Background: an optimization exercise with open tools, aiming at small area and a short achievable clock period. Do not read the settings as production practice.
Only simulation tests tie the RTL to the original design; equivalence was not proved.
Power is estimated from default activity; no workload was simulated.

$ cat design/flow/run.sh
#!/bin/bash
# synth_recipe.tcl (not shown) runs the flow's synth.tcl, then flattens the netlist and writes it again
# the make line also repeats each setting of config.mk as NAME=value (left out here)
make -C /OpenROAD-flow-scripts/flow DESIGN_CONFIG=/design/flow/config.mk WORK_HOME=/design/flow/orfs CLKGATE_MAP_FILE= SYNTH_SCRIPT=/design/flow/synth_recipe.tcl finish
$ cat design/flow/config.mk
export PLATFORM = sky130hd
export DESIGN_NAME = inst_mem_loadable
export DESIGN_NICKNAME = inst_mem_loadable
export VERILOG_FILES = /design/flow/design.v
export SDC_FILE = /design/flow/constraint.sdc
export NUM_CORES = 4
export LEC_CHECK = 0
export CAP_MARGIN = 20
export CORE_MARGIN = 2
export CORE_UTILIZATION = 40
export SLEW_MARGIN = 20
$ cat design/flow/constraint.sdc
create_clock -name core_clock -period 8.0 [get_ports {clk}]
set_input_delay 1.6000 -clock core_clock [delete_from_list [all_inputs] [get_ports {clk}]]
set_output_delay 1.6000 -clock core_clock [all_outputs]
set_load 0.01 [all_outputs]
$ cat design/flow/design.v
module inst_mem_loadable #(
    parameter int    ADDR_W      = 8,
    parameter int    FETCH_BYTES = 4,
    parameter bit    BOOT_LOAD   = 1'b0,
    parameter        INIT_FILE   = ""
) (
    input  logic                     clk,
    input  logic                     rst,
    input  logic                     fetch_req,
    input  logic [ADDR_W-1:0]        fetch_addr,
    output logic                     fetch_ready,
    output logic                     fetch_valid,
    output logic [8*FETCH_BYTES-1:0] fetch_data,
    output logic [1:0]               fetch_err,
    input  logic                     prog_start,
    input  logic                     prog_we,
    input  logic [ADDR_W-1:0]        prog_addr,
    input  logic [7:0]               prog_wdata,
    input  logic                     prog_done,
    output logic [ADDR_W:0]          prog_cnt,
    output logic                     prog_err
);
    localparam int DEPTH = 2 ** ADDR_W;
    localparam int DW    = 8 * FETCH_BYTES;
    localparam int OFF_W = $clog2(FETCH_BYTES);
    localparam logic [DW-1:0] NOP_PAT = (FETCH_BYTES == 2) ? DW'(16'h0001) : DW'(32'h0000_0013);
    typedef enum logic {
        ST_RUN  = 1'b0,
        ST_LOAD = 1'b1
    } state_e;
    state_e             state_q, state_d;
    logic [7:0]         mem_q [DEPTH];
    logic               fetch_valid_q, fetch_valid_d;
    logic [DW-1:0]      fetch_data_q, fetch_data_d;
    logic [1:0]         fetch_err_q, fetch_err_d;
    logic [ADDR_W:0]    prog_cnt_q, prog_cnt_d;
    logic               prog_err_q, prog_err_d;
    logic               run_s;
    logic               load_s;
    logic               fetch_acc_s;
    logic               mis_s;
    logic               oor_s;
    logic               par_bad_s;
    logic               wr_ok_s;
    logic               mem_we_s;
    logic [ADDR_W:0]    end_s;
    logic [DW-1:0]      raw_s;
    always_ff @(posedge clk or posedge rst) begin
        if (rst) begin
            state_q <= BOOT_LOAD ? ST_LOAD : ST_RUN;
        end else begin
            state_q <= state_d;
        end
    end
    always_comb begin
        state_d = state_q;
        case (state_q)
            ST_RUN: begin
                if (prog_start && !prog_done) begin
                    state_d = ST_LOAD;
                end else begin
                    state_d = ST_RUN;
                end
            end
            ST_LOAD: begin
                if (prog_done) begin
                    state_d = ST_RUN;
                end else begin
                    state_d = ST_LOAD;
                end
            end
            default: state_d = ST_RUN;
        endcase
    end
    always_comb begin
        run_s       = (state_q == ST_RUN);
        load_s      = (state_q == ST_LOAD);
        fetch_acc_s = fetch_req && run_s;
        fetch_ready = run_s;
    end
    always_comb begin
        raw_s     = '0;
        par_bad_s = 1'b0;
        mis_s     = (fetch_addr[OFF_W-1:0] != '0);
        end_s     = {1'b0, fetch_addr} + (ADDR_W+1)'(FETCH_BYTES);
        oor_s     = (end_s > (ADDR_W+1)'(DEPTH));
        for (int i = 0; i < FETCH_BYTES; i++) begin
            raw_s[8*i +: 8] = mem_q[fetch_addr + ADDR_W'(i)];
        end
        fetch_valid_d = fetch_acc_s;
        if (fetch_acc_s) begin
            fetch_err_d  = {oor_s | par_bad_s, mis_s};
            fetch_data_d = (oor_s || par_bad_s || mis_s) ? NOP_PAT : raw_s;
        end else begin
            fetch_err_d  = fetch_err_q;
            fetch_data_d = fetch_data_q;
        end
    end
    always_comb begin
        wr_ok_s  = 1'b1;
        mem_we_s   = load_s && prog_we && wr_ok_s;
        prog_err_d = prog_we && !mem_we_s;
        if (run_s && prog_start && !prog_done) begin
            prog_cnt_d = '0;
        end else if (mem_we_s && (prog_cnt_q != (ADDR_W+1)'(DEPTH))) begin
            prog_cnt_d = prog_cnt_q + (ADDR_W+1)'(1);
        end else begin
            prog_cnt_d = prog_cnt_q;
        end
    end
    always_ff @(posedge clk or posedge rst) begin
        if (rst) begin
            fetch_valid_q <= 1'b0;
            fetch_data_q  <= '0;
            fetch_err_q   <= 2'b00;
            prog_cnt_q    <= '0;
            prog_err_q    <= 1'b0;
        end else begin
            fetch_valid_q <= fetch_valid_d;
            fetch_data_q  <= fetch_data_d;
            fetch_err_q   <= fetch_err_d;
            prog_cnt_q    <= prog_cnt_d;
            prog_err_q    <= prog_err_d;
        end
    end
    always @(posedge clk) begin
        if (mem_we_s) begin
            mem_q[prog_addr] <= prog_wdata;
        end
    end
    always_comb begin
        fetch_valid = fetch_valid_q;
        fetch_data  = fetch_data_q;
        fetch_err   = fetch_err_q;
        prog_cnt    = prog_cnt_q;
        prog_err    = prog_err_q;
    end
endmodule
==> results of run 1 <==
==> Yosys cell counts, types with 13 or more instances <==
library cell	number	share of area
sky130_fd_sc_hd__buf_2	342	0.013
sky130_fd_sc_hd__and3_1	43	0.0021
sky130_fd_sc_hd__a22oi_1	54	0.0031
sky130_fd_sc_hd__buf_6	23	0.0020
sky130_fd_sc_hd__edfxtp_1	2048	0.47
sky130_fd_sc_hd__nor3_1	19	0.00073
sky130_fd_sc_hd__a211oi_1	16	0.00092
sky130_fd_sc_hd__buf_4	107	0.0061
sky130_fd_sc_hd__a31oi_1	54	0.0026
sky130_fd_sc_hd__o21ai_1	13	0.00050
sky130_fd_sc_hd__o21ai_0	44	0.0017
sky130_fd_sc_hd__a221oi_1	46	0.0031
sky130_fd_sc_hd__nor2b_1	21	0.0010
sky130_fd_sc_hd__buf_1	68	0.0019
sky130_fd_sc_hd__nand3_1	200	0.0076
sky130_fd_sc_hd__a32o_1	19	0.0015
sky130_fd_sc_hd__o211ai_1	13	0.00074
sky130_fd_sc_hd__nand4_1	75	0.0036
sky130_fd_sc_hd__mux2i_1	229	0.017
sky130_fd_sc_hd__nand2_1	707	0.020
sky130_fd_sc_hd__mux4_2	2312	0.40
sky130_fd_sc_hd__nor2_1	336	0.0096
sky130_fd_sc_hd__dfrtp_1	46	0.0088
sky130_fd_sc_hd__a32oi_1	44	0.0029
sky130_fd_sc_hd__a311oi_1	14	0.00093
sky130_fd_sc_hd__a21oi_1	93	0.0035
sky130_fd_sc_hd__xnor2_1	20	0.0013
sky130_fd_sc_hd__clkbuf_1	215	0.0062
sky130_fd_sc_hd__o22ai_1	28	0.0013
==> power by group through the flow <==
stage	Clock (mW)	Sequential, mW	Combinational, mW
2_1_floorplan	0	12.3	3.10
6_report	11.5	12.2	5.40
4_1_cts	11.5	12.1	5.22
3_5_place_dp	0	12.4	5.19
3_3_place_gp	0	12.4	5.17
5_1_grt	11.9	12.1	5.47
==> critical path: stages <==
cell and delay, ns:
sky130_fd_sc_hd__buf_4 0.63, sky130_fd_sc_hd__nand2_2 0.62, sky130_fd_sc_hd__nor3_1 0.60, sky130_fd_sc_hd__or2_2 0.91, sky130_fd_sc_hd__buf_4 0.69, sky130_fd_sc_hd__nand3_1 0.72
sky130_fd_sc_hd__o22ai_1 0.77, sky130_fd_sc_hd__a32oi_1 0.20, sky130_fd_sc_hd__o311ai_1 0.13
==> kinds of logic after synthesis <==
| kind of cell | Yosys count |
|---|---|
| simple gates | 1442 |
| mux | 2546 |
| flops | 2094 |
| compound gates | 510 |
| buf+inv | 770 |
| xor+xnor | 30 |
| fa+ha+maj | 8 |
==> metal layers <==
metal  GRT usage  vias up  wire length (µm)
met3       0.119     1626             80400
met4       0.204       38             42300
li1            -    32634                 -
met2       0.459     8214            232000
met1       0.397    47893            177000
met5     0.00473        -               462
==> stage by stage <==
stage          cells  setup slack [ns]  total power [mW]
2_1_floorplan   7400              2.03              15.4
3_3_place_gp   11526              1.38              17.5
3_5_place_dp   11530              1.54              17.6
4_1_cts        11967              2.51              28.9
5_1_grt        11973              2.20              29.5
6_report       12012              1.89              29.0
==> worst min path at each step <==
stage / cells past startpoint / endpoint / slack (ns) / startpoint
floorplan: 1 / prog_err_q / 0.46 / state_q
global placement: 1 / prog_err_q / 0.49 / state_q
detailed placement: 1 / prog_err_q / 0.49 / state_q
CTS: 1 / prog_err_q / 0.50 / state_q
global route: 1 / prog_err_q / 0.54 / state_q
finish: 1 / prog_err_q / 0.51 / state_q
==> layout make-up <==
| class | instances | area (µm²) |
|---|---|---|
| clock buffer | 275 | 6160 |
| antenna | 42 | 105 |
| inverter | 14 | 62.6 |
| fill | 27838 | 180000 |
| timing repair buffer | 543 | 5070 |
| clock inverter | 162 | 1900 |
| multi-input combinational | 4536 | 65100 |
| sequential | 2094 | 62700 |
| tap | 4346 | 5440 |
==> sequential cells by signal, summed over array words and instances, names as in the netlist <==
name and cells:
mem_q 2048, fetch_valid_q 1, state_q 1, prog_cnt_q 9
fetch_err_q 2, fetch_data_q 32, prog_err_q 1
==> results.yml, run 1 <==
status:
  run_status: "no timing/DRC/antenna violations"
placed_design:
  io_buffers: 75
  post_place_instance_area_um2: 138000
  detailed_place_hpwl_mm: 355
  place_congestion: 0.995
sta:
  period_needed_ns: 6.11
  maxClockFrequency_ghz: 0.164
  setup_viol: 0
  fin_tns_setup_ns: 0
  final_hold_viol_count: 0
  finalMaxSlewViolations: 0
  rsz0062_at_grt: "false"
  fin_worst_skew_ns: 0.0892
  tightestPinTransition_ns: 1.27
  hold_slack_final_ns: 0.515
  max-slew-margin-rel: 0.142
  timing.final.crit_share: 0.764
cts:
  cts_post_setup_buffers_inserted: 0
  cts.path.max_buffers: 4
  tritoncts_clock_tree: "yes"
  h_tree_levels: 4
  insertion_delay_of_the_later_clocked_pin_in_the_worst_skew_pair_ns: 1.00
  cts_made_buffers: 234
  cts.hold.buffers_added: 0
  clk_pin_slew_ns: 0.07
  clock_tree.root_cell: "sky130_fd_sc_hd__clkbuf_16"
  cts_sinks: 2094
  cts_repair_resize_count: 0
synth:
  synth.yosys.warnings: 1
  synthesis.instances: 7400
  synth_cell_types: 74
  synth-async-reset-ratio: 0.0220
  synth_fa_ha_area_frac: 0.000763
  ys_seq_area_frac: 0.478
  count_of_state_elements_after_synthesis: 2094
  synth_fp_nets: 7438
  synthFlopType: "sky130_fd_sc_hd__edfxtp_1"
  synth_compound_area_frac: 0.0278
  edff_count_synth: 2048
  largest_family_of_logic_cells_by_synthesized_area: "multiplexers"
  synthXorXnorAreaFrac: 0.00206
  post_synthesis_mean_instance_area_um2: 17.7
  synth.cell_area_um2: 131000
  synthMuxAreaShare: 0.415
  synth_area_in_simple_gates: 0.0470
power:
  share_clk_of_total_power: 0.395
  power.net_switching_mw: 8.35
  power_per_cell_area_nw_per_um2: 198
  p_int_mw: 20.7
  leakagePower_nw: 45.6
  sequentialPowerShare: 0.418
  worst_ir_drop_vdd_mv: 0.207
  power.combinational.fraction: 0.186
  switching_share: 0.288
worst_setup_path:
  critical_path.startpoint: "fetch_addr[3]"
  rr_startpoint: "state_q"
  timing.reg2reg.worst_path_depth: 8
  endpoint_kind: "register"
  start_kind: "primary input"
  cp.required_ns: 8.87
  rrSetupSlack_ns: 3.58
  critical_path_peak_fanout: 26
  worst-endpoint-arrival_ns: 6.98
  crit_end: "fetch_data_q[27]"
  r2r_end: "fetch_data_q[23]"
  setup.worst_path.class: "in -> reg"
detailed_routing:
  postRouteAntennaNets: 0
  first_iteration_detailed_routing_drc_count: 15674
  detailroute.via_count: 90405
  remaining_drc_errors: 0
  routedWlPerCell_um: 44.3
  drtPass1Iterations: 8
  routed_wirelength_mm: 532
  avgViaCountPerCell: 7.53
final_layout:
  layout.core_utilization: 0.448
  layout_common_cells: "sky130_fd_sc_hd__mux4_2 (2312), sky130_fd_sc_hd__edfxtp_1 (2048), sky130_fd_sc_hd__nand2_1 (705)"
  final_design_area_no_fill_um2: 147000
  layout.cells.most_common: "sky130_fd_sc_hd__mux4_2"
  nNetsFinal: 7461
  share_of_cells_above_drive_strength_1: 0.431
  area_growth_syn_to_layout_pct: 11.7
floorplanning:
  initial_core_util: 0.401
  design.portCount: 76
  placementRows: 210
  floorplan.die.height_um: 577
  placeableCoreArea_um2: 327000
  fp.dieArea_um2: 332000
  die_w_um: 577
global_route:
  via_count_of_the_first_global_routing_pass: 85151
  gr-usage-all-layers: 0.316
  antenna_found_initial: 43
  grt_start_max_net_pins: 134
  first_pass_grt_wire_length_mm: 724
  globalRouteOverflowTotal: 0
min_path:
  worst_hold_path_type: "reg -> reg"
job:
  max_cap_viol_count: 0
==> inputs of run 2 (changes only) <==
==> design/flow/design.v (replaced) <==
module inst_mem_loadable #(
    parameter int    ADDR_W      = 8,
    parameter int    FETCH_BYTES = 4,
    parameter bit    BOOT_LOAD   = 1'b0,
    parameter        INIT_FILE   = ""
) (
    input  logic                     clk,
    input  logic                     rst,
    input  logic                     fetch_req,
    input  logic [ADDR_W-1:0]        fetch_addr,
    output logic                     fetch_ready,
    output logic                     fetch_valid,
    output logic [8*FETCH_BYTES-1:0] fetch_data,
    output logic [1:0]               fetch_err,
    input  logic                     prog_start,
    input  logic                     prog_we,
    input  logic [ADDR_W-1:0]        prog_addr,
    input  logic [7:0]               prog_wdata,
    input  logic                     prog_done,
    output logic [ADDR_W:0]          prog_cnt,
    output logic                     prog_err
);
    logic        load_q;
    logic        fetch_valid_q;
    logic [31:0] fetch_data_q;
    logic [1:0]  fetch_err_q;
    logic [8:0]  prog_cnt_q;
    logic        prog_err_q;
    logic [31:0] mem_q [64];
    logic        mis_s;
    logic        wr_s;
    logic [31:0] rd_s;
    assign mis_s = |fetch_addr[1:0];
    assign wr_s  = load_q & prog_we;
    assign rd_s  = mem_q[fetch_addr[7:2]];
    always_ff @(posedge clk or posedge rst) begin
        if (rst) begin
            load_q        <= BOOT_LOAD;
            fetch_valid_q <= 1'b0;
            prog_cnt_q    <= '0;
            prog_err_q    <= 1'b0;
        end else begin
            load_q        <= load_q ? !prog_done : (prog_start && !prog_done);
            fetch_valid_q <= fetch_req && !load_q;
            prog_err_q    <= prog_we && !load_q;
            if (!load_q && prog_start && !prog_done)
                prog_cnt_q <= '0;
            else if (wr_s && !prog_cnt_q[8])
                prog_cnt_q <= prog_cnt_q + 9'd1;
        end
    end
    always_ff @(posedge clk) begin
        fetch_err_q  <= {mis_s & (&fetch_addr[7:2]), mis_s};
        fetch_data_q <= mis_s ? 32'h0000_0013 : rd_s;
    end
    always_ff @(posedge clk) begin
        if (wr_s) mem_q[prog_addr[7:2]][8*prog_addr[1:0] +: 8] <= prog_wdata;
    end
    assign fetch_ready = !load_q;
    assign fetch_valid = fetch_valid_q;
    assign fetch_data  = fetch_data_q;
    assign fetch_err   = fetch_err_q;
    assign prog_cnt    = prog_cnt_q;
    assign prog_err    = prog_err_q;
endmodule
==> results.yml, run 2 <==
synth:
  edff_count_synth: 2048
  synthesis.instances: 4051
  yosys-top-cells-count: "sky130_fd_sc_hd__edfxtp_1 (2048), sky130_fd_sc_hd__mux4_2 (366), sky130_fd_sc_hd__mux2i_1 (333)"
  largest_family_of_logic_cells_by_synthesized_area: "multiplexers"
  yosys.area.top_type_share: 0.754
  synth_fp_nets: 4082
  synthFlopType: "sky130_fd_sc_hd__edfxtp_1"
  ys_seq_area_frac: 0.766
  top_area_cells_in_the_synthesized_netlist: "sky130_fd_sc_hd__edfxtp_1 (75%), sky130_fd_sc_hd__mux4_2 (10%), sky130_fd_sc_hd__mux2i_1 (4.1%), sky130_fd_sc_hd__mux2_2 (1.6%), sky130_fd_sc_hd__nor2_1 (1.3%)"
  synth_fa_ha_area_frac: 0.000153
  yosysMostFrequentCell: "sky130_fd_sc_hd__edfxtp_1"
  synth-async-reset-ratio: 0.00573
  post_synthesis_mean_instance_area_um2: 20.1
  synth_compound_area_frac: 0.0254
  synth.cell_area_um2: 81600
  synthMuxAreaShare: 0.158
  count_of_state_elements_after_synthesis: 2094
  synth_cell_types: 42
  largest_area_contributor_in_the_netlist: "sky130_fd_sc_hd__edfxtp_1"
  synthXorXnorAreaFrac: 0.000752
  synth_area_in_simple_gates: 0.0328
  synth.yosys.warnings: 1
sta:
  final_hold_viol_count: 0
  maxClockFrequency_ghz: 0.215
  tightestPinTransition_ns: 1.14
  fin_tns_setup_ns: 0
  max-slew-margin-rel: 0.243
  period_needed_ns: 4.64
  timing.final.crit_share: 0.580
  setup_viol: 0
  rsz0062_at_grt: "false"
  finalMaxSlewViolations: 0
  fin_worst_skew_ns: 0.0375
final_layout:
  multi_input_comb_area_um2: 17800
  nFillCells: 16840
  final_design_area_no_fill_um2: 91900
  ff_latch_area_um2: 62500
  share_of_cells_above_drive_strength_1: 0.210
  area_growth_syn_to_layout_pct: 12.6
  final-instance-count-excl-fill: 7007
  nNetsFinal: 4183
  layout.core_utilization: 0.454
  layout.cells.most_common: "sky130_fd_sc_hd__edfxtp_1"
  layout_common_cells: "sky130_fd_sc_hd__edfxtp_1 (2048), sky130_fd_sc_hd__mux4_2 (366), sky130_fd_sc_hd__mux2i_1 (333)"
  largest_reg_flops: 2048
cts:
  cts_sinks: 2094
  h_tree_levels: 4
  cts_post_setup_buffers_inserted: 0
  cts.path.max_buffers: 3
  cts_made_buffers: 206
  cts.hold.buffers_added: 0
  insertion_delay_of_the_later_clocked_pin_in_the_worst_skew_pair_ns: 0.87
  cts_repair_resize_count: 0
  clock_tree.root_cell: "sky130_fd_sc_hd__clkbuf_16"
  clk_pin_slew_ns: 0.06
  tritoncts_clock_tree: "yes"
detailed_routing:
  drtPass1Iterations: 10
  remaining_drc_errors: 0
  postRouteAntennaNets: 0
  first_iteration_detailed_routing_drc_count: 4902
  routed_wirelength_mm: 217
  avgViaCountPerCell: 5.79
  detailroute.via_count: 40550
  routedWlPerCell_um: 31.0
placed_design:
  post_place_instance_area_um2: 85100
  io_buffers: 75
  detailed_place_hpwl_mm: 130
  place_congestion: 0.861
  count_of_placed_standard_cells_including_taps: 6616
floorplanning:
  placementRows: 165
  die_w_um: 456
  initial_core_util: 0.403
  design.portCount: 76
  placeableCoreArea_um2: 203000
  fp.dieArea_um2: 208000
  floorplan.die.height_um: 456
min_path:
  worst_hold_path_type: "reg -> reg"
global_route:
  globalRouteOverflowTotal: 0
  antenna_found_initial: 8
  via_count_of_the_first_global_routing_pass: 40032
  gr-usage-all-layers: 0.206
  grt_start_max_net_pins: 119
  first_pass_grt_wire_length_mm: 306
worst_setup_path:
  cp.required_ns: 8.45
  timing.reg2reg.worst_path_depth: 3
  worst-endpoint-arrival_ns: 5.10
  rr_startpoint: "load_q"
  r2r_end: "mem_q[4][15]"
  critical_path_peak_fanout: 8
  rrSetupSlack_ns: 4.96
  critical_path.startpoint: "prog_addr[4]"
  crit_end: "mem_q[4][15]"
  endpoint_kind: "register"
  start_kind: "primary input"
  setup.worst_path.class: "in -> reg"
status:
  run_status: "no timing/DRC/antenna violations"
power:
  worst_ir_drop_vdd_mv: 0.249
  power_per_cell_area_nw_per_um2: 248
  power.total_mw: 22.8
  leakagePower_nw: 27.9
job:
  max_cap_viol_count: 0
==> run 2: changes by cell type after synthesis, sizes merged, moves of 56 or more <==
cell / previous run / this run
mux2: 5 / 118
a21oi: 93 / 1
nand4: 75 / 6
nor2: 336 / 280
nand2: 707 / 106
nand3: 200 / 12
o21ai: 57 / 1
buf: 541 / 144
clkbuf: 215 / 111
o22ai: 28 / 118
mux2i: 229 / 333
mux4: 2312 / 366
==> run 2: critical path: stages <==
cell and delay, ns:
sky130_fd_sc_hd__clkdlybuf4s50_1 0.81, sky130_fd_sc_hd__nor3b_1 0.85, sky130_fd_sc_hd__nand2_1 0.78, sky130_fd_sc_hd__nor2_1 1.03
==> run 2: through the flow <==
stage          setup WS, ns  hold slack (ns)
2_1_floorplan          4.68            0.540
3_3_place_gp           2.69            0.517
3_5_place_dp           2.71            0.545
4_1_cts                3.60            0.560
5_1_grt                3.38            0.584
6_report               3.36            0.555
==> run 2: worst min path at each step <==
stage,cells after the start,endpoint,from
floorplan,2,prog_cnt_q[8],prog_cnt_q[8]
global placement,2,prog_cnt_q[8],prog_cnt_q[8]
detailed placement,2,prog_cnt_q[8],prog_cnt_q[8]
CTS,2,prog_cnt_q[8],prog_cnt_q[8]
global route,2,prog_cnt_q[8],prog_cnt_q[8]
finish,2,prog_cnt_q[8],prog_cnt_q[8]
==> run 2: cells by family after synthesis <==
kind of cell / Yosys count
buf+inv: 260
simple gates: 595
fa+ha+maj: 1
flops: 2094
compound gates: 277
mux: 817
xor+xnor: 7
==> run 2: area by class of cell <==
class / instances / area share
Sequential cell: 2094 / 0.680
Timing Repair Buffer: 148 / 0.0156
Multi-Input combinational cell: 1697 / 0.194
Antenna cell: 7 / 0.000191
Inverter: 5 / 0.000204
Clock buffer: 267 / 0.0602
Tap cell: 2672 / 0.0364
Clock inverter: 117 / 0.0134
==> run 2: metal layers <==
metal / GRT usage / part of all wire / wire length, µm / up-vias
met2: 0.326 / 0.48 / 103000 / 1743
li1: - / - / - / 16837
met1: 0.287 / 0.42 / 90600 / 21641
met5: 0 / 0.00021 / 46 / -
met4: 0.0671 / 0.032 / 6920 / 8
met3: 0.0422 / 0.075 / 16400 / 321
==> run 2: report_power, final <==
group / switching [mW] / leakage, nW / internal (mW) / total, mW
clock: 4.18 / 3.29 / 5.49 / 9.67
combinational: 0.683 / 6.59 / 0.380 / 1.06
sequential: 0.0297 / 18.1 / 12.0 / 12.0
total: 4.90 / 27.9 / 17.9 / 22.8
==> inputs of run 3 (changes only) <==
--- a/design/flow/design.v
+++ b/design/flow/design.v
@@ -27,5 +27,7 @@
     logic [8:0]  prog_cnt_q;
     logic        prog_err_q;
-    logic [31:0] mem_q [64];
+    logic [7:0]  mem_q [256];
+    logic [255:0] bwe_s;
+    logic [63:0]  rsel_s;
     logic        mis_s;
     logic        wr_s;
@@ -33,5 +35,11 @@
     assign mis_s = |fetch_addr[1:0];
     assign wr_s  = load_q & prog_we;
-    assign rd_s  = mem_q[fetch_addr[7:2]];
+    always_comb begin
+        rd_s = '0;
+        for (int w = 0; w < 64; w++) begin
+            rsel_s[w] = (fetch_addr == 8'(4 * w));
+            rd_s = rd_s | ({32{rsel_s[w]}} & {mem_q[4*w+3], mem_q[4*w+2], mem_q[4*w+1], mem_q[4*w]});
+        end
+    end
     always_ff @(posedge clk or posedge rst) begin
         if (rst) begin
@@ -52,8 +60,12 @@
     always_ff @(posedge clk) begin
         fetch_err_q  <= {mis_s & (&fetch_addr[7:2]), mis_s};
-        fetch_data_q <= mis_s ? 32'h0000_0013 : rd_s;
+        fetch_data_q <= rd_s | {27'd0, mis_s, 2'd0, mis_s, mis_s};
+    end
+    always_comb begin
+        for (int b = 0; b < 256; b++) bwe_s[b] = wr_s && (prog_addr == 8'(b));
     end
     always_ff @(posedge clk) begin
-        if (wr_s) mem_q[prog_addr[7:2]][8*prog_addr[1:0] +: 8] <= prog_wdata;
+        for (int b = 0; b < 256; b++)
+            mem_q[b] <= (mem_q[b] & {8{!bwe_s[b]}}) | (prog_wdata & {8{bwe_s[b]}});
     end
     assign fetch_ready = !load_q;
==> design/flow/flow/run.sh (new file) <==
#!/bin/bash
# Own layout flow: the standard synthesis and the standard ORFS steps, with
# port buffers of a plain buffer cell, sizing not tied to cell footprints,
# and setup repair aimed well below the clock period.
set -euo pipefail
KNOBS=(
  "BUFFER_PORTS_ARGS=-buffer_cell sky130_fd_sc_hd__buf_4"
  "MATCH_CELL_FOOTPRINT=0"
  "SETUP_SLACK_MARGIN=5"
)
bash standard.sh synth > synth.log 2>&1
bash standard.sh "${KNOBS[@]}" finish > layout.log 2>&1
==> design/flow/standard.sh (new file) <==
#!/bin/bash
# synth_recipe.tcl (not shown) runs the flow's synth.tcl, then flattens the netlist and writes it again
# the make line also repeats each setting of config.mk as NAME=value (left out here)
make -C /OpenROAD-flow-scripts/flow DESIGN_CONFIG=/design/flow/config.mk WORK_HOME=/design/flow/orfs CLKGATE_MAP_FILE= SYNTH_SCRIPT=/design/flow/synth_recipe.tcl "${@:-finish}"
removed: design/flow/run.sh
==> results.yml, run 3 <==
status:
  run_status: "no timing/DRC/antenna violations"
detailed_routing:
  detailroute.via_count: 53021
  routed_wirelength_mm: 346
  routedWlPerCell_um: 45.4
  avgViaCountPerCell: 6.96
  drtPass1Iterations: 9
  first_iteration_detailed_routing_drc_count: 11327
  remaining_drc_errors: 0
  postRouteAntennaNets: 0
global_route:
  grt_start_max_net_pins: 156
  antenna_found_initial: 17
  via_count_of_the_first_global_routing_pass: 48511
  globalRouteOverflowTotal: 0
  gr-usage-all-layers: 0.342
  first_pass_grt_wire_length_mm: 448
placed_design:
  place_congestion: 0.958
  dpl_worst_slack_ns: 2.57
  io_buffers: 75
  detailed_place_hpwl_mm: 198
worst_setup_path:
  timing.reg2reg.worst_path_depth: 5
  start_kind: "primary input"
  critical_path_peak_fanout: 24
  setup.worst_path.class: "in -> reg"
  cp.required_ns: 8.62
  endpoint_kind: "register"
  path_cells: "clkbuf_16 > buf_4 > nor4b_4 > buf_6 > a222oi_1 > o22ai_2 > nor4_4 > nand4_1"
  cp_slowest_cell: "sky130_fd_sc_hd__a222oi_1"
  worst-endpoint-arrival_ns: 4.02
  cpPeakStageDelay_ns: 0.71
cts:
  cts.path.max_buffers: 3
  cts.hold.buffers_added: 0
  clock_tree.root_cell: "sky130_fd_sc_hd__clkbuf_16"
  clk_pin_slew_ns: 0.06
  h_tree_levels: 4
  cts_sinks: 2094
  cts_made_buffers: 205
  tritoncts_clock_tree: "yes"
  insertion_delay_of_the_later_clocked_pin_in_the_worst_skew_pair_ns: 0.91
synth:
  yosysMostFrequentCell: "sky130_fd_sc_hd__edfxtp_1"
  yosys-top-cells-count: "sky130_fd_sc_hd__edfxtp_1 (2048), sky130_fd_sc_hd__a22oi_1 (655), sky130_fd_sc_hd__nor2_1 (354)"
  yosys.area.top_type_share: 0.802
  synthesis.instances: 4378
  synth_fp_nets: 4409
  ys_seq_area_frac: 0.815
  synth.cell_area_um2: 76700
  synthFlopType: "sky130_fd_sc_hd__edfxtp_1"
  synth.yosys.warnings: 2
  synth_cell_types: 65
  post_synthesis_mean_instance_area_um2: 17.5
  edff_count_synth: 2048
  top_area_cells_in_the_synthesized_netlist: "sky130_fd_sc_hd__edfxtp_1 (80%), sky130_fd_sc_hd__a22oi_1 (6.4%), sky130_fd_sc_hd__nor2_1 (1.7%), sky130_fd_sc_hd__a222oi_1 (1.4%), sky130_fd_sc_hd__a22o_1 (1.3%)"
  count_of_state_elements_after_synthesis: 2094
  largest_area_contributor_in_the_netlist: "sky130_fd_sc_hd__edfxtp_1"
  synth-async-reset-ratio: 0.00573
final_layout:
  layout.cells.most_common: "sky130_fd_sc_hd__edfxtp_1"
  nNetsFinal: 4954
  nFillCells: 14976
  layout.core_utilization: 0.509
  area_growth_syn_to_layout_pct: 26.4
  share_of_cells_above_drive_strength_1: 0.294
  layout_common_cells: "sky130_fd_sc_hd__edfxtp_1 (2048), sky130_fd_sc_hd__a22oi_1 (613), sky130_fd_sc_hd__buf_4 (326)"
sta:
  final_critical_path_setup_slack_ns: 4.60
  hold_slack_final_ns: 0.469
  fin_tns_setup_ns: 0
  final_hold_viol_count: 0
  tightestPinTransition_ns: 1.28
  finalMaxSlewViolations: 0
  timing.final.crit_share: 0.425
  max-slew-margin-rel: 0.144
  setup_viol: 0
  maxClockFrequency_ghz: 0.294
  period_needed_ns: 3.40
  fin_worst_skew_ns: 0.0610
  rsz0062_at_grt: "true"
power:
  leakagePower_nw: 30.3
  share_clk_of_total_power: 0.431
  power_per_cell_area_nw_per_um2: 236
  power.combinational.fraction: 0.039
  power.net_switching_mw: 5.05
  power.total_mw: 22.8
  worst_ir_drop_vdd_mv: 0.224
  sequentialPowerShare: 0.530
  p_int_mw: 17.8
  switching_share: 0.221
min_path:
  hold-path-cell-count: 2
  worst_hold_path_type: "reg -> reg"
floorplanning:
  design.portCount: 76
  placementRows: 160
  fp.dieArea_um2: 195000
  floorplan.die.height_um: 442
  initial_core_util: 0.403
  die_w_um: 442
  placeableCoreArea_um2: 190000
job:
  max_cap_viol_count: 0
## run 3: cell types whose count changed after synthesis, moves of 44 or more
cell,previous run,this run
sky130_fd_sc_hd__a22oi_1,5,655
sky130_fd_sc_hd__mux4_2,366,0
sky130_fd_sc_hd__mux2i_1,333,3
sky130_fd_sc_hd__mux2_2,118,2
sky130_fd_sc_hd__a22o_1,0,111
sky130_fd_sc_hd__a222oi_1,0,107
sky130_fd_sc_hd__nand4_1,6,99
sky130_fd_sc_hd__o22ai_1,118,29
sky130_fd_sc_hd__clkbuf_1,111,197
sky130_fd_sc_hd__nor2_1,280,354
sky130_fd_sc_hd__nand3_1,12,70
sky130_fd_sc_hd__nand2_1,106,160
sky130_fd_sc_hd__nor3_1,67,22
sky130_fd_sc_hd__a21oi_1,1,45
## run 3: what timing repair did
| item | in CTS | in global routing |
|---|---|---|
| resized for setup | 477 | 191 |
| buffers inserted | 266 | 83 |
| cloned | 34 | 5 |
| pin swaps | 133 | 131 |
| setup endpoints to repair | 689 | 545 |
## run 3: worst max-delay path, delay by kind of cell
kind                   cells  cell delay (ns)
AOI/OAI and AO/OA          2             1.02
and+or+nand+nor            3             0.82
buffers and inverters      3             0.50
## run 3: through the flow
stage                     std cells  area (µm²)
after detailed placement       6839       83100
after global routing           7613       96900
after floorplan                4378       79000
after CTS                      7523       95100
final                          7622       96900
after global placement         6838       83100
## run 3: layer usage
layer  wire (µm)  track usage  vias to the layer above
met2      146000        0.493                     5556
li1            -            -                    19404
met3       56400        0.129                     1494
met5         255            0                        -
met4       31600        0.249                       20
met1      111000        0.422                    26547
## run 3: worst paths after layout
kind                                from                to  slack [ns]
hold / removal                  register  fetch_data_q[11]        0.47
hold reg to reg                 register  fetch_data_q[11]        0.47
setup reg to reg                  load_q          register        5.16
setup / recovery           fetch_addr[7]   fetch_data_q[3]        4.60
max in group asynchronous            rst     prog_cnt_q[2]        6.90
min in group asynchronous            rst     fetch_valid_q        0.75
## run 3: final cells by class
type	instances	area [µm²]	area share
antenna	11	27.5	0.000284
clock buffer	261	5440	0.0561
multi-input combinational	2006	17100	0.176
inverter	3	11.3	0.000116
timing repair buffer	613	7310	0.0754
clock inverter	123	1340	0.0138
sequential	2094	62600	0.645
tap	2511	3140	0.0324
## run 3: power by group through the flow
stage	Sequential (mW)	Combinational, mW	Clock [mW]
floorplan	12.3	0.216	0
global placement	12.3	0.644	0
detailed placement	12.3	0.655	0
CTS	12.1	0.814	9.78
global route	12.1	0.882	10.2
finish	12.1	0.889	9.85
## run 3: kinds of logic after synthesis
logic type / Yosys count / share of synthesized area
AO/OA/AOI/OAI: 1098 / 0.111
XOR/XNOR: 5 / 0.000571
adder cells (fa/ha/maj): 1 / 0.000163
buffers and inverters: 282 / 0.0154
flip-flops: 2094 / 0.815
multiplexers: 5 / 0.000685
AND/OR/NAND/NOR: 893 / 0.0575
==> inputs of run 4 (changes only) <==
==> design/flow/flow/run.sh (replaced) <==
#!/bin/bash
# Own layout flow: the standard synthesis and the standard ORFS steps, with
# port buffers of a plain buffer cell, sizing not tied to cell footprints,
# setup repair aimed well below the clock period, larger clock-sink clusters
# and a denser core.
set -euo pipefail
KNOBS=(
  "BUFFER_PORTS_ARGS=-buffer_cell sky130_fd_sc_hd__buf_4"
  "MATCH_CELL_FOOTPRINT=0"
  "SETUP_SLACK_MARGIN=5"
  "CTS_CLUSTER_SIZE=30"
  "CTS_CLUSTER_DIAMETER=60"
  "CORE_UTILIZATION=60"
)
bash standard.sh synth > synth.log 2>&1
bash standard.sh "${KNOBS[@]}" finish > layout.log 2>&1
==> results.yml, run 4 <==
synth:
  edff_count_synth: 2048
  yosys.area.top_type_share: 0.802
  synth_cell_types: 65
  top_area_cells_in_the_synthesized_netlist: "sky130_fd_sc_hd__edfxtp_1 (80%), sky130_fd_sc_hd__a22oi_1 (6.4%), sky130_fd_sc_hd__nor2_1 (1.7%), sky130_fd_sc_hd__a222oi_1 (1.4%), sky130_fd_sc_hd__a22o_1 (1.3%)"
  synth_fp_nets: 4409
  synth.cell_area_um2: 76700
  synth.yosys.warnings: 2
  synth-async-reset-ratio: 0.00573
  yosys-top-cells-count: "sky130_fd_sc_hd__edfxtp_1 (2048), sky130_fd_sc_hd__a22oi_1 (655), sky130_fd_sc_hd__nor2_1 (354)"
  ys_seq_area_frac: 0.815
  largest_area_contributor_in_the_netlist: "sky130_fd_sc_hd__edfxtp_1"
  synthesis.instances: 4378
  yosysMostFrequentCell: "sky130_fd_sc_hd__edfxtp_1"
  post_synthesis_mean_instance_area_um2: 17.5
  synthFlopType: "sky130_fd_sc_hd__edfxtp_1"
  count_of_state_elements_after_synthesis: 2094
final_layout:
  final-instance-count-excl-fill: 6649
  final_design_area_no_fill_um2: 93900
  nNetsFinal: 4885
  share_of_cells_above_drive_strength_1: 0.283
  area_growth_syn_to_layout_pct: 22.4
  nFillCells: 7510
  ff_latch_area_um2: 62500
  layout_common_cells: "sky130_fd_sc_hd__edfxtp_1 (2048), sky130_fd_sc_hd__a22oi_1 (610), sky130_fd_sc_hd__buf_4 (335)"
  layout.cells.most_common: "sky130_fd_sc_hd__edfxtp_1"
  multi_input_comb_area_um2: 17000
worst_setup_path:
  start_kind: "primary input"
  endpoint_kind: "register"
  cpPeakStageDelay_ns: 0.81
  worst_path_most_repeated_cell: "sky130_fd_sc_hd__buf_12"
  critical_path_peak_fanout: 9
  setup.worst_path.class: "in -> reg"
  cpLargestDelayFamily: "simple AND/OR/NAND/NOR gates"
  timing.critical_path.depth: 11
  cp_slowest_cell: "sky130_fd_sc_hd__a222oi_1"
  timing.reg2reg.worst_path_depth: 5
  rr_startpoint: "load_q"
  critPathBufInv: 5
  critical_path.startpoint: "fetch_addr[3]"
  worst-endpoint-arrival_ns: 4.21
  cp.required_ns: 8.69
  path_cells: "buf_16 > buf_4 > buf_12 > or4b_4 > buf_12 > nor2_4 > buf_6 > a222oi_1 > nand4_1 > nor4_1 > nand2_1"
global_route:
  first_pass_grt_wire_length_mm: 432
  gr-usage-all-layers: 0.505
  via_count_of_the_first_global_routing_pass: 47791
  globalRouteOverflowTotal: 0
  grt_start_max_net_pins: 191
  antenna_found_initial: 28
sta:
  timing.final.crit_share: 0.440
  rsz0062_at_grt: "true"
  finalMaxSlewViolations: 0
  tightestPinTransition_ns: 1.29
  max-slew-margin-rel: 0.140
  fin_worst_skew_ns: 0.0317
  fin_tns_setup_ns: 0
  setup_viol: 0
  period_needed_ns: 3.52
  final_hold_viol_count: 0
  maxClockFrequency_ghz: 0.284
status:
  run_status: "no timing/DRC/antenna violations"
placed_design:
  io_buffers: 75
  post_place_instance_area_um2: 82000
  count_of_placed_standard_cells_including_taps: 5985
  detailed_place_hpwl_mm: 192
  place_congestion: 0.961
power:
  sequentialPowerShare: 0.576
  switching_share: 0.223
  power.total_mw: 21.0
  worst_ir_drop_vdd_mv: 0.238
  power.net_switching_mw: 4.67
  p_int_mw: 16.3
  leakagePower_nw: 29.2
  power.combinational.fraction: 0.042
  share_clk_of_total_power: 0.381
  power_per_cell_area_nw_per_um2: 223
cts:
  cts_sinks: 2094
  insertion_delay_of_the_later_clocked_pin_in_the_worst_skew_pair_ns: 0.83
  cts.path.max_buffers: 3
  clk_pin_slew_ns: 0.09
  clock_tree.root_cell: "sky130_fd_sc_hd__clkbuf_16"
  h_tree_levels: 4
  cts_made_buffers: 143
  cts.hold.buffers_added: 0
  tritoncts_clock_tree: "yes"
detailed_routing:
  remaining_drc_errors: 0
  routed_wirelength_mm: 340
  avgViaCountPerCell: 8.08
  postRouteAntennaNets: 0
  drtPass1Iterations: 12
  detailroute.via_count: 53699
  routedWlPerCell_um: 51.2
  first_iteration_detailed_routing_drc_count: 12999
min_path:
  hold-path-cell-count: 2
  worst_hold_path_type: "reg -> reg"
floorplanning:
  die_w_um: 362
  placeableCoreArea_um2: 127000
  placementRows: 131
  design.portCount: 76
  initial_core_util: 0.603
  fp.dieArea_um2: 131000
  floorplan.die.height_um: 362
job:
  max_cap_viol_count: 0
## run 4: final timing paths
| check | to | slack, ns |
|---|---|---|
| max in group asynchronous | load_q | 6.87 |
| setup reg to reg | register | 5.21 |
| hold reg to reg | fetch_data_q[11] | 0.48 |
| hold / removal | fetch_data_q[11] | 0.48 |
| min in group asynchronous | prog_cnt_q[7] | 0.79 |
| setup / recovery | fetch_data_q[8] | 4.48 |
## run 4: cells by family (layout without fill, tap and decap cells)
logic type / after synthesis / after routing / share of synthesized area
other cells: 0 / 24 / 0
compound gates: 1098 / 1098 / 0.111
xor+xnor: 5 / 5 / 0.000571
fa+ha+maj: 1 / 1 / 0.000163
flops: 2094 / 2094 / 0.815
simple gates: 893 / 899 / 0.0575
buf+inv: 282 / 861 / 0.0154
mux: 5 / 5 / 0.000685
## run 4: routing by layer
layer	vias to the layer above	GRT usage	wire, µm
met5	-	0.0255	1040
li1	19197	-	-
met4	41	0.299	28700
met2	6389	0.685	137000
met1	26572	0.657	106000
met3	1500	0.245	67500
## run 4: repair_timing
item / in CTS / in global routing
setup buffers: 243 / 103
endpoints found under the setup margin: 906 / 186
pin swaps: 137 / 115
cloned: 23 / 16
resized for setup: 426 / 162
## run 4: cell type report
cell class / count / area share
diodes: 24 / 0.000640
flip-flops and latches: 2094 / 0.666
multi-input cells: 2008 / 0.181
clock inverters: 90 / 0.0121
repair buffers: 604 / 0.0774
well taps: 1662 / 0.0222
inverters: 3 / 0.000120
clock buffers: 164 / 0.0403
## run 4: through the flow
step / hold WS (ns) / util / setup WS [ns]
2_1_floorplan: 0.421 / - / 4.31
3_3_place_gp: 0.450 / 0.645 / 2.69
3_5_place_dp: 0.450 / 0.645 / 2.72
4_1_cts: 0.466 / 0.721 / 4.67
5_1_grt: 0.516 / 0.738 / 4.64
6_report: 0.482 / 0.738 / 4.48
## run 4: power by group through the flow
stage               logic, mW  clock network [mW]  registers, mW
detailed placement      0.646                   0           12.3
global route            0.872                8.28           12.1
finish                  0.890                7.99           12.1
global placement        0.635                   0           12.3
floorplan               0.216                   0           12.3
CTS                     0.768                7.88           12.1
## run 4: worst min-delay path, cell delays in order (launching register included)
cell and delay [ns]:
sky130_fd_sc_hd__edfxtp_1 0.33, sky130_fd_sc_hd__nand2_1 0.05, sky130_fd_sc_hd__nand4_1 0.07
==> inputs of run 5 (changes only) <==
==> design/flow/flow/run.sh (replaced) <==
#!/bin/bash
# Own layout flow: the standard synthesis and the standard ORFS steps, with
# port buffers of a plain buffer cell, sizing not tied to cell footprints,
# setup repair aimed well below the clock period and somewhat larger
# clock-sink clusters.
set -euo pipefail
KNOBS=(
  "BUFFER_PORTS_ARGS=-buffer_cell sky130_fd_sc_hd__buf_4"
  "MATCH_CELL_FOOTPRINT=0"
  "SETUP_SLACK_MARGIN=5"
  "CTS_CLUSTER_SIZE=20"
  "CTS_CLUSTER_DIAMETER=50"
)
bash standard.sh synth > synth.log 2>&1
bash standard.sh "${KNOBS[@]}" finish > layout.log 2>&1
==> results.yml, run 5 <==
floorplanning:
  placementRows: 160
  initial_core_util: 0.403
  fp.dieArea_um2: 195000
  floorplan.die.height_um: 442
  design.portCount: 76
  placeableCoreArea_um2: 190000
  die_w_um: 442
worst_setup_path:
  rr_startpoint: "load_q"
  worst-endpoint-arrival_ns: 4.17
  timing.reg2reg.worst_path_depth: 5
  cp.required_ns: 8.61
  critical_path_peak_fanout: 7
  start_kind: "primary input"
  setup.worst_path.class: "in -> reg"
  rrSetupSlack_ns: 5.21
  endpoint_kind: "register"
final_layout:
  ff_latch_area_um2: 62600
  layout.cells.most_common: "sky130_fd_sc_hd__edfxtp_1"
  multi_input_comb_area_um2: 17200
  layout_common_cells: "sky130_fd_sc_hd__edfxtp_1 (2048), sky130_fd_sc_hd__a22oi_1 (596), sky130_fd_sc_hd__buf_4 (332)"
  area_growth_syn_to_layout_pct: 26.2
  share_of_cells_above_drive_strength_1: 0.305
  nNetsFinal: 4953
  nFillCells: 14940
cts:
  clk_pin_slew_ns: 0.08
  cts.path.max_buffers: 3
  cts_made_buffers: 169
  cts.hold.buffers_added: 0
  cts_sinks: 2094
  clock_tree.root_cell: "sky130_fd_sc_hd__clkbuf_16"
  h_tree_levels: 4
  insertion_delay_of_the_later_clocked_pin_in_the_worst_skew_pair_ns: 0.90
  tritoncts_clock_tree: "yes"
sta:
  fin_tns_setup_ns: 0
  max-slew-margin-rel: 0.189
  rsz0062_at_grt: "true"
  timing.final.crit_share: 0.445
  setup_viol: 0
  fin_worst_skew_ns: 0.0588
  final_hold_viol_count: 0
  hold_slack_final_ns: 0.478
  period_needed_ns: 3.56
  maxClockFrequency_ghz: 0.281
  finalMaxSlewViolations: 0
  tightestPinTransition_ns: 1.22
detailed_routing:
  routed_wirelength_mm: 348
  drtPass1Iterations: 19
  avgViaCountPerCell: 7.04
  first_iteration_detailed_routing_drc_count: 11693
  remaining_drc_errors: 0
  routedWlPerCell_um: 45.9
  detailroute.via_count: 53476
  postRouteAntennaNets: 0
global_route:
  use_met3: 0.133
  met2_usage: 0.489
  globalRouteOverflowTotal: 0
  first_pass_grt_wire_length_mm: 446
  gr-usage-all-layers: 0.342
  global_route.peak_usage_layer: "met2"
  antenna_found_initial: 20
  via_count_of_the_first_global_routing_pass: 48023
  gr-usage-met1: 0.423
  grt_start_max_net_pins: 156
placed_design:
  io_buffers: 75
  place_congestion: 0.958
  detailed_place_hpwl_mm: 198
min_path:
  hold-path-cell-count: 2
  min_to: "fetch_data_q[21]"
  worst_hold_path_type: "reg -> reg"
synth:
  top_area_cells_in_the_synthesized_netlist: "sky130_fd_sc_hd__edfxtp_1 (80%), sky130_fd_sc_hd__a22oi_1 (6.4%), sky130_fd_sc_hd__nor2_1 (1.7%), sky130_fd_sc_hd__a222oi_1 (1.4%), sky130_fd_sc_hd__a22o_1 (1.3%)"
  post_synthesis_mean_instance_area_um2: 17.5
  edff_count_synth: 2048
  yosysMostFrequentCell: "sky130_fd_sc_hd__edfxtp_1"
  synth.yosys.warnings: 2
  ys_seq_area_frac: 0.815
  count_of_state_elements_after_synthesis: 2094
  synth.cell_area_um2: 76700
  synth-async-reset-ratio: 0.00573
  synth_cell_types: 65
  largest_area_contributor_in_the_netlist: "sky130_fd_sc_hd__edfxtp_1"
  yosys-top-cells-count: "sky130_fd_sc_hd__edfxtp_1 (2048), sky130_fd_sc_hd__a22oi_1 (655), sky130_fd_sc_hd__nor2_1 (354)"
  synthesis.instances: 4378
  synthFlopType: "sky130_fd_sc_hd__edfxtp_1"
  synth_fp_nets: 4409
  yosys.area.top_type_share: 0.802
power:
  power.net_switching_mw: 5.26
  p_int_mw: 16.8
  sequentialPowerShare: 0.548
  worst_ir_drop_vdd_mv: 0.193
  switching_share: 0.239
  power.combinational.fraction: 0.041
  leakagePower_nw: 30.2
  share_clk_of_total_power: 0.411
  power_per_cell_area_nw_per_um2: 228
job:
  max_cap_viol_count: 0
status:
  run_status: "no timing/DRC/antenna violations"
## run 5: cell counts after synthesis
No cell type changed its count.
## run 5: cell type report
class / count / area share
clock inverters: 132 / 0.0170
well taps: 2511 / 0.0325
flip-flops and latches: 2094 / 0.646
repair buffers: 648 / 0.0817
inverters: 3 / 0.000116
clock buffers: 184 / 0.0447
diodes: 19 / 0.000491
multi-input cells: 2006 / 0.177
## run 5: logic make-up after synthesis
group                    count (synthesis)  share of synthesized area
adder cells (fa/ha/maj)                  1                   0.000163
XOR/XNOR                                 5                   0.000571
flip-flops                            2094                      0.815
AO/OA/AOI/OAI                         1098                      0.111
multiplexers                             5                   0.000685
AND/OR/NAND/NOR                        893                     0.0575
buffers and inverters                  282                     0.0154
## run 5: repair_timing
item | 4_1_cts | 5_1_grt
pin swaps | 146 | 140
buffers inserted | 267 | 111
resized for setup | 480 | 223
endpoints found under the hold margin | 0 | 0
endpoints found under the setup margin | 729 | 451
gates cloned | 36 | 8
## run 5: critical path: stages
cell and delay, ns:
sky130_fd_sc_hd__buf_16 0.15, sky130_fd_sc_hd__buf_12 0.13, sky130_fd_sc_hd__nor4b_4 0.06, sky130_fd_sc_hd__clkbuf_16 0.18
sky130_fd_sc_hd__a222oi_1 0.80, sky130_fd_sc_hd__o22ai_2 0.33, sky130_fd_sc_hd__nor4_4 0.49, sky130_fd_sc_hd__nand4_1 0.40
## run 5: how the worst max path moves through the flow
| stage | start | to | slack (ns) | cells past startpoint |
|---|---|---|---|---|
| 2_1_floorplan | fetch_addr[6] | fetch_data_q[14] | 4.31 | 9 |
| 3_3_place_gp | fetch_addr[2] | fetch_data_q[3] | 2.54 | 9 |
| 3_5_place_dp | fetch_addr[2] | fetch_data_q[3] | 2.57 | 9 |
| 4_1_cts | fetch_addr[2] | fetch_data_q[3] | 4.66 | 10 |
| 5_1_grt | fetch_addr[6] | fetch_data_q[3] | 4.55 | 8 |
| 6_report | fetch_addr[6] | fetch_data_q[3] | 4.44 | 8 |
## run 5: routing by layer
metal / part of all wire / up-vias
met5: 0.00039 / -
li1: - / 19392
met1: 0.32 / 26747
met2: 0.42 / 5831
met3: 0.17 / 1488
met4: 0.089 / 18
## run 5: metrics by stage
step	power (mW)	std cells	setup WS, ns	area [µm²]	utilization
after global routing	22.4	7582	4.55	96800	0.508
after CTS	21.9	7458	4.66	94400	0.496
final	22.0	7597	4.44	96800	0.509
after global placement	13.0	6838	2.54	83100	0.436
after detailed placement	13.0	6839	2.57	83100	0.437
after floorplan	12.5	4378	4.31	79000	-
## run 5: power groups by stage
stage	clock network [mW]	logic (mW)	registers, mW
after floorplan	0	0.216	12.3
after global placement	0	0.644	12.3
after detailed placement	0	0.655	12.3
after CTS	9.00	0.807	12.1
after global routing	9.40	0.888	12.1
final	9.07	0.898	12.1
==> inputs of run 6 (changes only) <==
--- a/design/flow/design.v
+++ b/design/flow/design.v
@@ -62,10 +62,19 @@
         fetch_data_q <= rd_s | {27'd0, mis_s, 2'd0, mis_s, mis_s};
     end
+    logic        load2_q;
+    always_ff @(posedge clk or posedge rst) begin
+        if (rst) load2_q <= BOOT_LOAD;
+        else     load2_q <= (load2_q & !prog_done) | (!load2_q & prog_start & !prog_done);
+    end
+    logic [255:0] bhold_s;
     always_comb begin
-        for (int b = 0; b < 256; b++) bwe_s[b] = wr_s && (prog_addr == 8'(b));
+        for (int b = 0; b < 256; b++) begin
+            bwe_s[b]   = wr_s && (prog_addr == 8'(b));
+            bhold_s[b] = !(load2_q && prog_we && (prog_addr == 8'(b)));
+        end
     end
     always_ff @(posedge clk) begin
         for (int b = 0; b < 256; b++)
-            mem_q[b] <= (mem_q[b] & {8{!bwe_s[b]}}) | (prog_wdata & {8{bwe_s[b]}});
+            mem_q[b] <= (mem_q[b] & {8{bhold_s[b]}}) | (prog_wdata & {8{bwe_s[b]}});
     end
     assign fetch_ready = !load_q;
==> results.yml, run 6 <==
cts:
  cts.path.max_buffers: 3
  cts_made_buffers: 170
  cts.hold.buffers_added: 0
  insertion_delay_of_the_later_clocked_pin_in_the_worst_skew_pair_ns: 0.89
  clk_pin_slew_ns: 0.09
  h_tree_levels: 4
  cts_sinks: 2095
  tritoncts_clock_tree: "yes"
  clock_tree.root_cell: "sky130_fd_sc_hd__clkbuf_16"
floorplanning:
  fp.dieArea_um2: 196000
  initial_core_util: 0.401
  floorplan.die.height_um: 443
  placeableCoreArea_um2: 192000
  die_w_um: 443
  design.portCount: 76
  placementRows: 161
sta:
  final_critical_path_setup_slack_ns: 4.54
  finalMaxSlewViolations: 0
  timing.final.crit_share: 0.432
  final_hold_viol_count: 0
  period_needed_ns: 3.46
  maxClockFrequency_ghz: 0.289
  fin_worst_skew_ns: 0.0392
  hold_slack_final_ns: 0.475
  setup_viol: 0
  rsz0062_at_grt: "true"
  fin_tns_setup_ns: 0
  tightestPinTransition_ns: 1.32
  max-slew-margin-rel: 0.121
detailed_routing:
  avgViaCountPerCell: 7.65
  first_iteration_detailed_routing_drc_count: 15693
  detailroute.via_count: 75960
  drtPass1Iterations: 13
  postRouteAntennaNets: 0
  remaining_drc_errors: 0
  routedWlPerCell_um: 45.4
  routed_wirelength_mm: 451
synth:
  synthesis.instances: 7000
  count_of_state_elements_after_synthesis: 2095
  edff_count_synth: 0
  synth.cell_area_um2: 77000
  yosysMostFrequentCell: "sky130_fd_sc_hd__a22o_1"
  largest_area_contributor_in_the_netlist: "sky130_fd_sc_hd__dfxtp_1"
  yosys-top-cells-count: "sky130_fd_sc_hd__a22o_1 (2130), sky130_fd_sc_hd__dfxtp_1 (2082), sky130_fd_sc_hd__a22oi_1 (644)"
  top_area_cells_in_the_synthesized_netlist: "sky130_fd_sc_hd__dfxtp_1 (54%), sky130_fd_sc_hd__a22o_1 (24%), sky130_fd_sc_hd__a22oi_1 (6.3%), sky130_fd_sc_hd__nand2_1 (2.0%), sky130_fd_sc_hd__clkbuf_1 (1.7%)"
  yosys.area.top_type_share: 0.541
  ys_seq_area_frac: 0.545
  synthFlopType: "sky130_fd_sc_hd__dfxtp_1"
  synth.yosys.warnings: 2
  synth_cell_types: 73
  synth-async-reset-ratio: 0.00621
  synth_fp_nets: 7031
  post_synthesis_mean_instance_area_um2: 11.0
power:
  leakagePower_nw: 35.0
  worst_ir_drop_vdd_mv: 0.289
  power.total_mw: 21.2
  power_per_cell_area_nw_per_um2: 222
final_layout:
  area_growth_syn_to_layout_pct: 23.9
  final_design_area_no_fill_um2: 95400
  final-instance-count-excl-fill: 9930
  layout_common_cells: "sky130_fd_sc_hd__a22o_1 (2127), sky130_fd_sc_hd__dfxtp_1 (2052), sky130_fd_sc_hd__a22oi_1 (590)"
  ff_latch_area_um2: 42100
  largest_reg_flops: 2048
  share_of_cells_above_drive_strength_1: 0.222
  layout.core_utilization: 0.497
  nNetsFinal: 7276
  nFillCells: 16805
  layout.cells.most_common: "sky130_fd_sc_hd__a22o_1"
  multi_input_comb_area_um2: 36700
job:
  max_cap_viol_count: 0
global_route:
  via_count_of_the_first_global_routing_pass: 67573
  first_pass_grt_wire_length_mm: 596
  gr-usage-all-layers: 0.434
  grt_start_max_net_pins: 139
  globalRouteOverflowTotal: 0
  antenna_found_initial: 29
placed_design:
  io_buffers: 75
  count_of_placed_standard_cells_including_taps: 9220
  place_congestion: 1.03
  detailed_place_hpwl_mm: 271
  dpl_worst_slack_ns: 2.41
  post_place_instance_area_um2: 81800
worst_setup_path:
  setup.worst_path.class: "in -> reg"
  start_kind: "primary input"
  worst-endpoint-arrival_ns: 4.16
  endpoint_kind: "register"
  critical_path_peak_fanout: 50
  cp.required_ns: 8.70
status:
  run_status: "no timing/DRC/antenna violations"
min_path:
  worst_hold_path_type: "reg -> reg"
[run 6: cell count changes after synthesis, sizes merged, moves of 17 or more]
cell    before   now
edfxtp    2048     0
dfxtp       34  2082
nand2      160   419
clkbuf     197   352
nor3        22    39
nor2       354   379
a22o       111  2130
buf         82   201
[run 6: path summary, 6_finish.rpt]
kind                            slack (ns)           from                to  cells after the start
worst min-delay path                  0.47    mem_q[7][0]       mem_q[7][0]                      1
max in group asynchronous             6.87            rst     prog_cnt_q[4]                      2
worst max-delay path                  4.54  fetch_addr[2]  fetch_data_q[25]                      9
worst min register to register        0.47    mem_q[7][0]       mem_q[7][0]                      1
worst max register to register        5.25         load_q     mem_q[135][2]                      6
min in group asynchronous             0.74            rst     fetch_valid_q                      2
[run 6: layer usage]
layer	GRT usage	part of all wire	wire [µm]	vias up
li1	-	-	-	28633
met1	0.557	0.36	162000	37390
met2	0.547	0.37	165000	8023
met3	0.222	0.18	81900	1886
met4	0.309	0.091	40900	28
met5	0.0129	0.0012	551	-
[run 6: worst max-delay path: stages]
cell	delay, ns
sky130_fd_sc_hd__buf_16	0.11
sky130_fd_sc_hd__nor4b_2	0.17
sky130_fd_sc_hd__buf_12	0.18
sky130_fd_sc_hd__and2_4	0.33
sky130_fd_sc_hd__buf_6	0.19
sky130_fd_sc_hd__a22oi_2	0.16
sky130_fd_sc_hd__nand4_1	0.26
sky130_fd_sc_hd__nor4_4	0.66
sky130_fd_sc_hd__nand4_1	0.30
[run 6: timing repair]
action | in CTS | in global routing
gates resized for setup | 646 | 174
endpoints found under the setup margin | 2105 | 806
pin swaps | 159 | 113
gates cloned | 29 | 7
setup buffers | 242 | 100
[run 6: final cells by class]
class / count / share of cell area
sequential: 2095 / 0.441
inverter: 6 / 0.000236
antenna: 16 / 0.000420
clock buffer: 194 / 0.0477
timing repair buffer: 621 / 0.0774
multi-input combinational: 4351 / 0.385
tap: 2526 / 0.0331
clock inverter: 121 / 0.0151
[run 6: where the power goes]
group          leakage [nW]  internal [mW]  switching [mW]  total [mW]
Clock                  2.92           4.68            4.60        9.28
Sequential             17.0           10.6           0.176        10.8
Combinational          15.1          0.347           0.758        1.11
[run 6: cells by family after synthesis]
kind of cell,after synthesis,share of synthesized area
AOI/OAI and AO/OA,3154,0.344
DFF,2095,0.545
and+or+nand+nor,1173,0.0758
buffers and inverters,559,0.0321
muxes,12,0.00169
xor gates and xnor gates,6,0.000682
adders and majority gates,1,0.000162

==> port drivers added, routing unchanged <==
In the flow no input, the clock included, has a driving cell. The finished layouts below were timed again as built, in two steps.
Step 1 assumes that a clkbuf_16 drives the clock port and a buf_2 every other input.
Step 2 also shifts input and output timing later by t, the mid clock arrival at the registers, as if the neighbouring blocks saw the same clock.
Three values: ideal, step 1, step 2; two values: the first two.
run	shift t [ns]	slack for setup (ns)	worst register clock-pin slew, ns	worst slew at a driven data input, ns
run 1	1.066	1.885 / 1.890 / 0.825	0.08 / 0.08	0.21
run 2	0.934	3.356 / 3.417 / 2.483	0.07 / 0.07	0.21
run 3	0.961	4.599 / 4.304 / 3.343	0.07 / 0.07	0.42
run 4	0.891	4.480 / 4.286 / 3.396	0.11 / 0.11	0.45
run 5	0.947	4.440 / 4.124 / 3.177	0.09 / 0.09	0.47
run 6	0.974	4.541 / 4.405 / 3.432	0.09 / 0.09	0.37
After both steps setup and hold are still met in every run listed. The setup slack of run 5, which loses most, moves by -0.316 ns with the drivers and by -1.263 ns with both steps.
